Context: an optimization exercise on an open-source flow, tuned for small area and a short achievable clock period. The choices shown serve that exercise and are no tape-out recipe.
Where RTL was checked, it was by simulation tests only, not by an equivalence proof against the original.
No activity file was given, so power comes from the tool's default toggle rates.

## tru_top
module tru_top
(
   input  logic        clk,
   input  logic        rst_n_i,
   input  logic        tab_wr_en_i,
   input  logic [3:0]  tab_wr_fid_i,
   input  logic [1:0]  tab_wr_sub_i,
   input  logic        tab_wr_valid_i,
   input  logic [7:0]  tab_wr_pattern_mask_i,
   input  logic [7:0]  tab_wr_pattern_match_i,
   input  logic [7:0]  tab_wr_ports_mask_i,
   input  logic [7:0]  tab_wr_ports_egress_i,
   input  logic [7:0]  tab_wr_ports_ingress_i,
   input  logic        req_valid_i,
   input  logic [3:0]  req_fid_i,
   input  logic [2:0]  req_port_i,
   input  logic [7:0]  ep_status_i,
   input  logic [7:0]  pass_all_i,
   output logic        resp_valid_o,
   output logic        resp_drop_o,
   output logic [2:0]  resp_port_o,
   output logic [7:0]  resp_port_mask_o
);
   localparam int NP    = tru_pkg::NUM_PORTS;
   localparam int W0_W  = tru_pkg::W0_W;
   localparam int PAT_W = tru_pkg::PAT_W;
   localparam int POR_W = tru_pkg::PORT_W;
   function automatic logic [4:0] pat_enc(input logic [2:0] m, input logic [2:0] v);
      case (m)
         3'b111:  pat_enc = {2'b11, v[2], v[1], v[0]};
         3'b110:  pat_enc = {3'b100, v[1], v[2]};
         3'b101:  pat_enc = {3'b101, v[0], v[2]};
         3'b011:  pat_enc = {3'b010, v[0], v[1]};
         3'b001:  pat_enc = {4'b0110, v[0]};
         3'b010:  pat_enc = {4'b0111, v[1]};
         3'b100:  pat_enc = {4'b0010, v[2]};
         default: pat_enc = 5'b00110;
      endcase
   endfunction
   function automatic logic [6:0] port_enc(input logic [2:0] s, input logic [2:0] e,
                                           input logic [2:0] i);
      case (s)
         3'b111:  port_enc = {1'b0, e[2], i[2], e[1], i[1], e[0], i[0]};
         3'b110:  port_enc = {3'b100, e[2], i[2], e[1], i[1]};
         3'b101:  port_enc = {3'b101, e[2], i[2], e[0], i[0]};
  ...
Size: about 2000 flip-flops, ~87 I/O pins, ~76000 sq um of cells after synthesis.
clock: 5.0 ns
lec_check: 0
cap_margin: 20
core_margin: 2
core_utilization: 60
cts_cluster_diameter: 90
cts_cluster_size: 25
setup_slack_margin: 2.45
slew_margin: 20
synth_hierarchical: 1
run.sh (not shown) runs the stock make flow with config.mk's settings and CLKGATE_MAP_FILE= SYNTH_SCRIPT=/design/flow/synth_recipe.tcl, a recipe that flattens the netlist after the stock synthesis.
The baseline produced a clean layout.
Change:
Settings changed: CTS_CLUSTER_DIAMETER 90 to 100, CTS_CLUSTER_SIZE 25 to 30, SETUP_SLACK_MARGIN 2.45 to 2.6.
Outcome:
- global-route usage climbs by 1.4 points
- design area is higher by 2.0%
- cell count is about the same
- count of clock-buffer cells in the layout falls by 31
- fmax goes up by about 7%
- die area is unchanged
- synthesized area does not change
- worst setup slack is better by 180 ps
- non-clock buffer count is higher by 44
- combinational power grows by about 6%
- power drops by 1.7%
Change:
Settings changed: CTS_CLUSTER_DIAMETER 100 to 90, CTS_CLUSTER_SIZE 30 to 25, SETUP_SLACK_MARGIN 2.6 to 2.3.
The changed run passed the timing, DRC and antenna checks.
Utilization decreases by 5.1 points.
Critical path depth goes down by 6.
Area after synthesis stays the same.
Power stays flat.
Via count went down by a few percent.
Hold slack gets worse by 7.5 ps.
Change:
Settings changed: SETUP_SLACK_MARGIN 2.3 to 2.6, TNS_END_PERCENT set to 5.
What happened: Clock power increases by about 0.8%. Via count rises by 3.9%. Wire length rises by 11%. Sequential power is about the same. Power rises by 1.5%. Design area increases by 4.5%. Hold slack improves by 9.4 ps. Non-clock buffer count came out higher by 173. Count of clock-buffer cells in the layout stays the same.
Change:
Settings changed: CORE_UTILIZATION 60 to 70, SETUP_SLACK_MARGIN 2.6 to 2.3, TNS_END_PERCENT 5 to unset.
What happened:
- worst setup slack loses 140 ps
- register-to-register slack loses 170 ps
- cell count shrinks by 6.0%

---

tru_top, a different RTL version from the one above (not shown whole).
For scale: ~2000 flip-flops, ~87 I/O pins, about 75000 µm² of cells after synthesis.
Settings: LEC_CHECK=0, CAP_MARGIN=20, CORE_MARGIN=2, CORE_UTILIZATION=60, CTS_CLUSTER_DIAMETER=100, CTS_CLUSTER_SIZE=30, SETUP_SLACK_MARGIN=2.5, SLEW_MARGIN=20, SYNTH_HIERARCHICAL=1; clock period 5.0 ns.
Next try:
- CTS_CLUSTER_DIAMETER: 100 -> not set
- CTS_CLUSTER_SIZE: 30 -> not set
- SETUP_SLACK_MARGIN: 2.5 -> 3.0
Outcome: The new run went through all stages and came out clean; sequential cell count does not change; wire length increases by 13%; sequential share of layout area decreases by 6.3 points; clock skew stays flat; synthesized area stays the same.

---

Another version of the RTL of tru_top (not shown whole).
For scale: ~87 I/O pins, roughly 0.082 mm2 of cells after synthesis.
==> flow/config.mk <==
export PLATFORM = sky130hd
export DESIGN_NAME = tru_top
export DESIGN_NICKNAME = tru_top
export VERILOG_FILES = /design/flow/design.v
export SDC_FILE = /design/flow/constraint.sdc
export NUM_CORES = 4
export LEC_CHECK = 0
export CAP_MARGIN = 20
export CORE_MARGIN = 2
export CORE_UTILIZATION = 40
export SLEW_MARGIN = 20
==> flow/constraint.sdc <==
create_clock -name core_clock -period 5.0 [get_ports {clk}]
set_input_delay 1.0000 -clock core_clock [delete_from_list [all_inputs] [get_ports {clk}]]
set_output_delay 1.0000 -clock core_clock [all_outputs]
set_load 0.01 [all_outputs]
The starting point finished clean.
Next try:
- SETUP_SLACK_MARGIN: unset -> 2.5
The changed run passed the timing, DRC and antenna checks.
Design area grows by 4.9%.
Total power grows by 2.3%.
Area after synthesis does not change.
Count of clock-buffer cells in the layout shrinks by 8.
Setup slack gains 1000 ps.
Global-route usage grows by 1.9 points.
Synthesized cell count stays the same.
Sequential share of layout area shrinks by 2.6 points.
Register-to-register slack gains 1000 ps.
Die area does not change.
No functional check of the RTL was part of any run of this note.

---

Setup of job 214:
Another version of the RTL of tru_top (not shown whole).
For scale: roughly 4400 cells after synthesis.
clock: 5.0 ns
lec_check: 0
cap_margin: 20
core_margin: 2
core_utilization: 60
cts_cluster_diameter: 90
cts_cluster_size: 25
setup_slack_margin: 2.5
slew_margin: 20
synth_hierarchical: 1
tns_end_percent: 5
In summary, job 214 completed successfully, with a layout that passed the timing, DRC and antenna checks.
For job 2331, these inputs were changed with respect to job 214:
Settings: SETUP_SLACK_MARGIN changed from 2.5 to 2.7; TNS_END_PERCENT removed (was 5); CTS_CLUSTER_DIAMETER changed from 90 to 100; CTS_CLUSTER_SIZE changed from 25 to 30.
==> results.txt <==
Lower relative area of clock buffers and inverters in the final design was reported by job 2331, not job 214. Looking at cell area after layout, job 2331 sits 8.0% higher than job 214 does. [diff] peak clock frequency supported by timing, job 2331 relative to job 214: regression.
> inputs changed (job 2331 -> job 2528)
Settings: setting TNS_END_PERCENT to 5 for the first time; changing CTS_CLUSTER_SIZE from 30 to 25; changing CTS_CLUSTER_DIAMETER from 100 to 90; changing SETUP_SLACK_MARGIN from 2.7 to 2.3.
### Flow results
- Diff job 2331 -> job 2528: switching power summed over all nets decreased by about 4.4% relative to the old numbers, met2 wire length saw a decrease, hold slack grew by 0.0054 ns, non-filler instance count after layout went down by 4.6%, met1 track utilization from global routing lost 2.7 points.
Modified inputs, job 1656 compared to job 2528
Settings: CTS_CLUSTER_SIZE changed from 25 to 30; CTS_CLUSTER_DIAMETER changed from 90 to 100; SETUP_SLACK_MARGIN changed from 2.3 to 2.5.
Findings:
- For post-synthesis xor/xnor area fraction, job 1656 and job 2528 come out practically identical.
- Delta (job 1656 minus job 2528): number of CTS-inserted buffers went down, met1 capacity usage during global routing went down, clock tree buffer count of the final layout went down, placed standard-cell area did not really move, power share of the clock group went down.
- Job 1656 against job 2528: proportion of cell area occupied by registers fell 0.76 points; register area about even.
Here is what was changed in the inputs of job 7817 compared with job 1656.
Settings: CTS_CLUSTER_DIAMETER now 90, was 100; SETUP_SLACK_MARGIN now 2.4, was 2.5; CTS_CLUSTER_SIZE now 25, was 30.
## What came out
- Job 7817 against job 1656: share of total power in the clock network up 1.5 points, number of gates resized after cts down 85, number of global-route vias before repair up 729, non-clock buffer count down 4.
- The fmax in job 7817 was lower than what job 1656 gave.
- Cmp job 7817 vs job 1656: combinational power share lower in job 7817
- Clock-pin slew of the registers on the worst-case setup and hold paths essentially unchanged between job 7817 and job 1656.
- In the metrics for job 7817 and job 1656, the one carrying the lower headroom to the max-slew limit is job 7817.
- met3 global-route usage was lower in job 7817 than in job 1656.

separate check: timing with driven ports:
The flow's constraints put no driver on any port. The routed layouts listed below were extracted and timed again, unchanged, in two steps.
Step 1: set_driving_cell puts a clkbuf_16 on clk and a buf_2 on each other input, an assumption about the parent block.
Step 2 times the ports against the registers' clock, not the clock port: input delays grow and output delays shrink by t, the midpoint of the rising clock arrivals with the driver on.
a / b / c = ideal ports / drivers / drivers and shift; a / b = the first two.
run | t (ns) | slack for setup (ns) | hold WS [ns] | clock arrival spread, ns | cell pins on the clock port's net
the first run of note 1 | 0.807 | 2.181 / 2.235 / 1.428 | 0.454 / 0.454 / 0.454 | 0.030 / 0.031 | 1
the second run of note 1 | 0.795 | 2.365 / 2.385 / 1.589 | 0.450 / 0.450 / 0.450 | 0.034 / 0.035 | 1
the third run of note 1 | 0.807 | 2.169 / 2.222 / 1.414 | 0.443 / 0.443 / 0.443 | 0.037 / 0.037 | 1
the fourth run of note 1 | 0.805 | 2.298 / 2.315 / 1.509 | 0.452 / 0.452 / 0.452 | 0.025 / 0.025 | 1
the fifth run of note 1 | 0.786 | 2.156 / 2.193 / 1.407 | 0.451 / 0.451 / 0.451 | 0.028 / 0.029 | 1
the first run of note 2 | 0.790 | 1.916 / 1.921 / 1.131 | 0.455 / 0.455 / 0.455 | 0.037 / 0.038 | 1
the second run of note 2 | 0.897 | 2.090 / 1.978 / 1.081 | 0.447 / 0.447 / 0.447 | 0.035 / 0.035 | 1
the first run of note 3 | 0.962 | 0.673 / 0.673 / 0.673 | 0.438 / 0.438 / 0.438 | 0.079 / 0.079 | 1
the second run of note 3 | 0.959 | 1.699 / 1.699 / 1.699 | 0.434 / 0.434 / 0.434 | 0.056 / 0.055 | 1
job 214 | 0.795 | 2.222 / 2.222 / 1.460 | 0.451 / 0.451 / 0.451 | 0.037 / 0.038 | 1
job 2331 | 0.780 | 2.116 / 2.116 / 1.539 | 0.454 / 0.454 / 0.454 | 0.035 / 0.035 | 1
job 2528 | 0.798 | 1.920 / 1.972 / 1.174 | 0.459 / 0.459 / 0.459 | 0.032 / 0.032 | 1
job 1656 | 0.788 | 2.227 / 2.196 / 1.408 | 0.455 / 0.455 / 0.455 | 0.036 / 0.036 | 1
job 7817 | 0.798 | 2.218 / 2.252 / 1.477 | 0.458 / 0.458 / 0.458 | 0.030 / 0.031 | 1
After both steps setup and hold are still met in every run listed. For the second run of note 2, which loses most, drivers alone change the setup slack by -0.112 ns; drivers and shift together by -1.009 ns.
